Context: an optimization exercise on an open-source flow, tuned for small area and a short achievable clock period. The choices shown serve that exercise and are no tape-out recipe.
The RTL was checked by simulation tests, not by an equivalence proof against the original design.
Power figures rest on the tool's default switching activity, not on a simulated workload.

==> flow/design.v <==
package mcdt_dist_pkg;
  localparam int DIST_DW    = 32;
  localparam int DIST_DEPTH = 16;
  localparam int NUM_CH     = 3;
  typedef logic [1:0] ch_id_t;
  localparam ch_id_t ID_BAD = 2'b11;
  function automatic int ptr_width(input int depth);
    ptr_width = $clog2(depth);
  endfunction
  localparam int DIST_PTR_W = ptr_width(DIST_DEPTH);
  localparam int DIST_CNT_W = DIST_PTR_W + 1;
endpackage
module dist_fifo
#(
  parameter  int DW    = mcdt_dist_pkg::DIST_DW,
  parameter  int DEPTH = mcdt_dist_pkg::DIST_DEPTH,
  localparam int PTR_W = mcdt_dist_pkg::ptr_width(DEPTH),
  localparam int CNT_W = PTR_W + 1,
  localparam int BDEP  = DEPTH - 1
) (
  input  logic             clk_i,
  input  logic             rstn_i,
  input  logic             push_i,
  input  logic [DW-1:0]    wdata_i,
  input  logic             pop_i,
  output logic [DW-1:0]    rdata_o,
  output logic             valid_o,
  output logic [CNT_W-1:0] margin_o,
  output logic             full_o
);
  logic [DW-1:0]    head_q;
  logic [DW-1:0]    mem [BDEP];
  logic [BDEP-1:0]  rd_sel;     
  logic [DW-1:0]    rd_word;
  logic [PTR_W-1:0] mlo_q;      
  logic             valid_q;    
  logic             empty_q;    
  logic             more_q;     
  logic             two_q;      
  logic             full_q;     
  logic             nfull1_q;   
  logic             mid_q;      
  logic do_pop, acc, head_en, buf_push, buf_pop, ld_beat;
  logic [PTR_W-1:0] mlo_inc, mlo_dec;
  always_comb begin
    logic all1, all0;
    all1 = 1'b1;
    all0 = 1'b1;
    for (int i = 0; i < PTR_W; i++) begin
      mlo_inc[i] = mlo_q[i] ^ all1;
      mlo_dec[i] = mlo_q[i] ^ all0;
      all1 = all1 & mlo_q[i];
      all0 = all0 & !mlo_q[i];
    end
  end
  assign do_pop   = pop_i && !empty_q;
  assign acc      = push_i && (!full_q || pop_i);
  assign head_en  = empty_q || pop_i;
  assign buf_push = push_i && (pop_i ? more_q : mid_q);
  assign buf_pop  = do_pop && more_q;
  always_comb begin
    rd_word = '0;
    for (int e = 0; e < BDEP; e++)
      rd_word = rd_word | ({DW{rd_sel[e]}} & mem[e]);
  end
  assign ld_beat = push_i && !more_q;
  always_ff @(posedge clk_i or negedge rstn_i) begin
    if (!rstn_i) begin
      head_q <= '0;
    end else if (head_en) begin
      head_q <= rd_word | (wdata_i & {DW{ld_beat}});
    end
  end
  always_ff @(posedge clk_i or negedge rstn_i) begin
    if (!rstn_i) begin
      rd_sel   <= '0;
      mlo_q    <= '0;
      valid_q  <= 1'b0;
      empty_q  <= 1'b1;
      more_q   <= 1'b0;
      two_q    <= 1'b0;
      full_q   <= 1'b0;
      nfull1_q <= 1'b0;
      mid_q    <= 1'b0;
    end else begin
      case ({buf_push, buf_pop})
        2'b10:   rd_sel <= {rd_sel[BDEP-2:0], !more_q};
        2'b01:   rd_sel <= {1'b0, rd_sel[BDEP-1:1]};
        default: ;
      endcase
      case ({acc, do_pop})
        2'b10: begin
          mlo_q    <= mlo_dec;
          valid_q  <= 1'b1;
          empty_q  <= 1'b0;
          more_q   <= !empty_q;
          two_q    <= !empty_q && !more_q;
          full_q   <= nfull1_q;
          nfull1_q <= (mlo_q == PTR_W'(2));
          mid_q    <= !nfull1_q;
        end
        2'b01: begin
          mlo_q    <= mlo_inc;
          valid_q  <= more_q;
          empty_q  <= !more_q;
          more_q   <= more_q && !two_q;
          two_q    <= (mlo_q == PTR_W'(DEPTH - 3));
          full_q   <= 1'b0;
          nfull1_q <= full_q;
          mid_q    <= more_q;
        end
        default: ;
      endcase
    end
  end
  always_ff @(posedge clk_i) begin
    if (buf_push) begin
      mem[0] <= wdata_i;
      for (int e = 1; e < BDEP; e++) mem[e] <= mem[e-1];
    end
  end
  assign rdata_o  = head_q;
  assign valid_o  = valid_q;
  assign margin_o = {!valid_q, mlo_q};
  assign full_o   = full_q;
endmodule
module mcdt_dist
#(
  parameter  int DW    = mcdt_dist_pkg::DIST_DW,
  parameter  int DEPTH = mcdt_dist_pkg::DIST_DEPTH,
  localparam int CNT_W = mcdt_dist_pkg::ptr_width(DEPTH) + 1
) (
  input  logic             clk_i,
  input  logic             rstn_i,
  input  logic [DW-1:0]    mcdt_data_i,
  input  logic             mcdt_val_i,
  input  logic [1:0]       mcdt_id_i,
  output logic [DW-1:0]    ch0_data_o,
  output logic             ch0_valid_o,
  input  logic             ch0_ready_i,
  output logic [CNT_W-1:0] ch0_margin_o,
  output logic [DW-1:0]    ch1_data_o,
  output logic             ch1_valid_o,
  input  logic             ch1_ready_i,
  output logic [CNT_W-1:0] ch1_margin_o,
  output logic [DW-1:0]    ch2_data_o,
  output logic             ch2_valid_o,
  input  logic             ch2_ready_i,
  output logic [CNT_W-1:0] ch2_margin_o,
  output logic [2:0]       ovf_o,
  output logic             bad_id_o,
  input  logic             err_clr_i
);
  logic [mcdt_dist_pkg::NUM_CH-1:0] ready;
  logic [mcdt_dist_pkg::NUM_CH-1:0] valid;
  logic [mcdt_dist_pkg::NUM_CH-1:0] full;
  logic [mcdt_dist_pkg::NUM_CH-1:0] push_sel;
  logic [mcdt_dist_pkg::NUM_CH-1:0] ovf_set;
  logic [DW-1:0]     data   [mcdt_dist_pkg::NUM_CH];
  logic [CNT_W-1:0]  margin [mcdt_dist_pkg::NUM_CH];
  logic              bad_set;
  assign ready = {ch2_ready_i, ch1_ready_i, ch0_ready_i};
  for (genvar n = 0; n < mcdt_dist_pkg::NUM_CH; n++) begin : g_ch
    assign push_sel[n] = mcdt_val_i && (mcdt_id_i == 2'(n));
    assign ovf_set[n]  = push_sel[n] && full[n] && !ready[n];
    dist_fifo #(
      .DW    (DW),
      .DEPTH (DEPTH)
    ) u_fifo (
      .clk_i    (clk_i),
      .rstn_i   (rstn_i),
      .push_i   (push_sel[n]),
      .wdata_i  (mcdt_data_i),
      .pop_i    (ready[n]),
      .rdata_o  (data[n]),
      .valid_o  (valid[n]),
      .margin_o (margin[n]),
      .full_o   (full[n])
    );
  end
  assign bad_set = mcdt_val_i && (mcdt_id_i == mcdt_dist_pkg::ID_BAD);
  always_ff @(posedge clk_i or negedge rstn_i) begin
    if (!rstn_i) begin
      ovf_o    <= '0;
      bad_id_o <= 1'b0;
    end else if (err_clr_i) begin
      ovf_o    <= ovf_set;
      bad_id_o <= bad_set;
    end else begin
      ovf_o    <= ovf_o | ovf_set;
      bad_id_o <= bad_id_o | bad_set;
    end
  end
  assign ch0_data_o   = data[0];
  assign ch0_valid_o  = valid[0];
  assign ch0_margin_o = margin[0];
  assign ch1_data_o   = data[1];
  assign ch1_valid_o  = valid[1];
  assign ch1_margin_o = margin[1];
  assign ch2_data_o   = data[2];
  assign ch2_valid_o  = valid[2];
  assign ch2_margin_o = margin[2];
endmodule
clock: 4.2 ns
lec_check: 0
cap_margin: 20
core_margin: 2
core_utilization: 65
cts_cluster_diameter: 80
cts_cluster_size: 30
setup_slack_margin: 2.0
slew_margin: 20
standard.sh (not shown) runs the stock make flow with config.mk's settings and CLKGATE_MAP_FILE= SYNTH_SCRIPT=/design/flow/synth_recipe.tcl, a recipe that flattens the netlist after the stock synthesis.
==> flow/flow/run.sh <==
#!/bin/bash
# Standard ORFS layout, with two changes to how it is made:
#  - port buffers are buf_4 cells instead of the default pick (a delay cell);
#  - the resizer may change a cell's footprint when it sizes it.
# The make output goes to flow_make.log in the work folder.
set -euo pipefail
bash standard.sh MATCH_CELL_FOOTPRINT=0 \
  "BUFFER_PORTS_ARGS=-buffer_cell sky130_fd_sc_hd__buf_4" \
  finish > flow_make.log 2>&1
Change:
==> flow/flow/run.sh (replaced) <==
#!/bin/bash
# Standard ORFS layout, with two changes to how it is made:
#  - port buffers are buf_2 cells instead of the default pick (a delay cell);
#  - the resizer may change a cell's footprint when it sizes it.
# The make output goes to flow_make.log in the work folder.
set -euo pipefail
bash standard.sh MATCH_CELL_FOOTPRINT=0 \
  "BUFFER_PORTS_ARGS=-buffer_cell sky130_fd_sc_hd__buf_2" \
  finish > flow_make.log 2>&1
Settings changed: CORE_UTILIZATION 65 to 80, SETUP_SLACK_MARGIN 2.0 to 2.1.
Power barely changes.
Cell count falls by 4.1%.
Routed wire length falls by 1.1%.
Design area falls by 0.65%.
Register-to-register slack is better by 0.04 ns.
Change:
==> flow/flow/run.sh (replaced) <==
#!/bin/bash
# Standard ORFS layout, with two changes to how it is made:
#  - port buffers are buf_4 cells instead of the default pick (a delay cell);
#  - the resizer may change a cell's footprint when it sizes it.
# The make output goes to flow_make.log in the work folder.
set -euo pipefail
bash standard.sh MATCH_CELL_FOOTPRINT=0 \
  "BUFFER_PORTS_ARGS=-buffer_cell sky130_fd_sc_hd__buf_4" \
  finish > flow_make.log 2>&1
Settings changed: CORE_UTILIZATION 80 to 75.
Effect: The changed run passed the timing, design-rule and antenna checks. Core utilization goes down by 4.5 points. Die area grows by 6.6%. First-iteration DRC count decreases by about 15%. Power went up by about 1.8%. Clock power came out higher by about 0.8%. Maximum frequency goes down by about 2.3%. Sequential power stays flat. Final cell count goes up by about 3.3%. Hold slack gains 0.0091 ns. Via count is lower by about 0.8%. Count of clock-buffer cells in the layout is unchanged.

## static timing again, ports no longer ideal
How much do the figures lean on ideal ports? The routed layouts below were timed once more, with nothing changed but the port constraints.
Step 1 (the two cells are an assumption about what drives the block):
set clk [get_ports {clk_i}]
set_driving_cell -lib_cell sky130_fd_sc_hd__clkbuf_16 $clk
set_driving_cell -lib_cell sky130_fd_sc_hd__buf_2 [delete_from_list [all_inputs] $clk]
Step 2 times the ports against the registers' clock, not the clock port: input delays grow and output delays shrink by t, the midpoint of the rising clock arrivals with the driver on.
Three values: no drivers, after step 1, after step 2; two values: the first two.
| run | shift t [ns] | setup slack, ns | hold WS [ns] |
|---|---|---|---|
| the first run | 0.792 | 1.989 / 1.918 / 1.342 | 0.152 / 0.130 / 0.448 |
| the second run | 0.739 | 2.033 / 1.964 / 1.448 | 0.203 / 0.185 / 0.449 |
| the third run | 0.747 | 1.982 / 1.907 / 1.410 | 0.212 / 0.193 / 0.442 |
After both steps setup and hold are still met in every run listed. For the first run, which loses most, drivers alone change the setup slack by -0.071 ns; drivers and shift together by -0.647 ns.
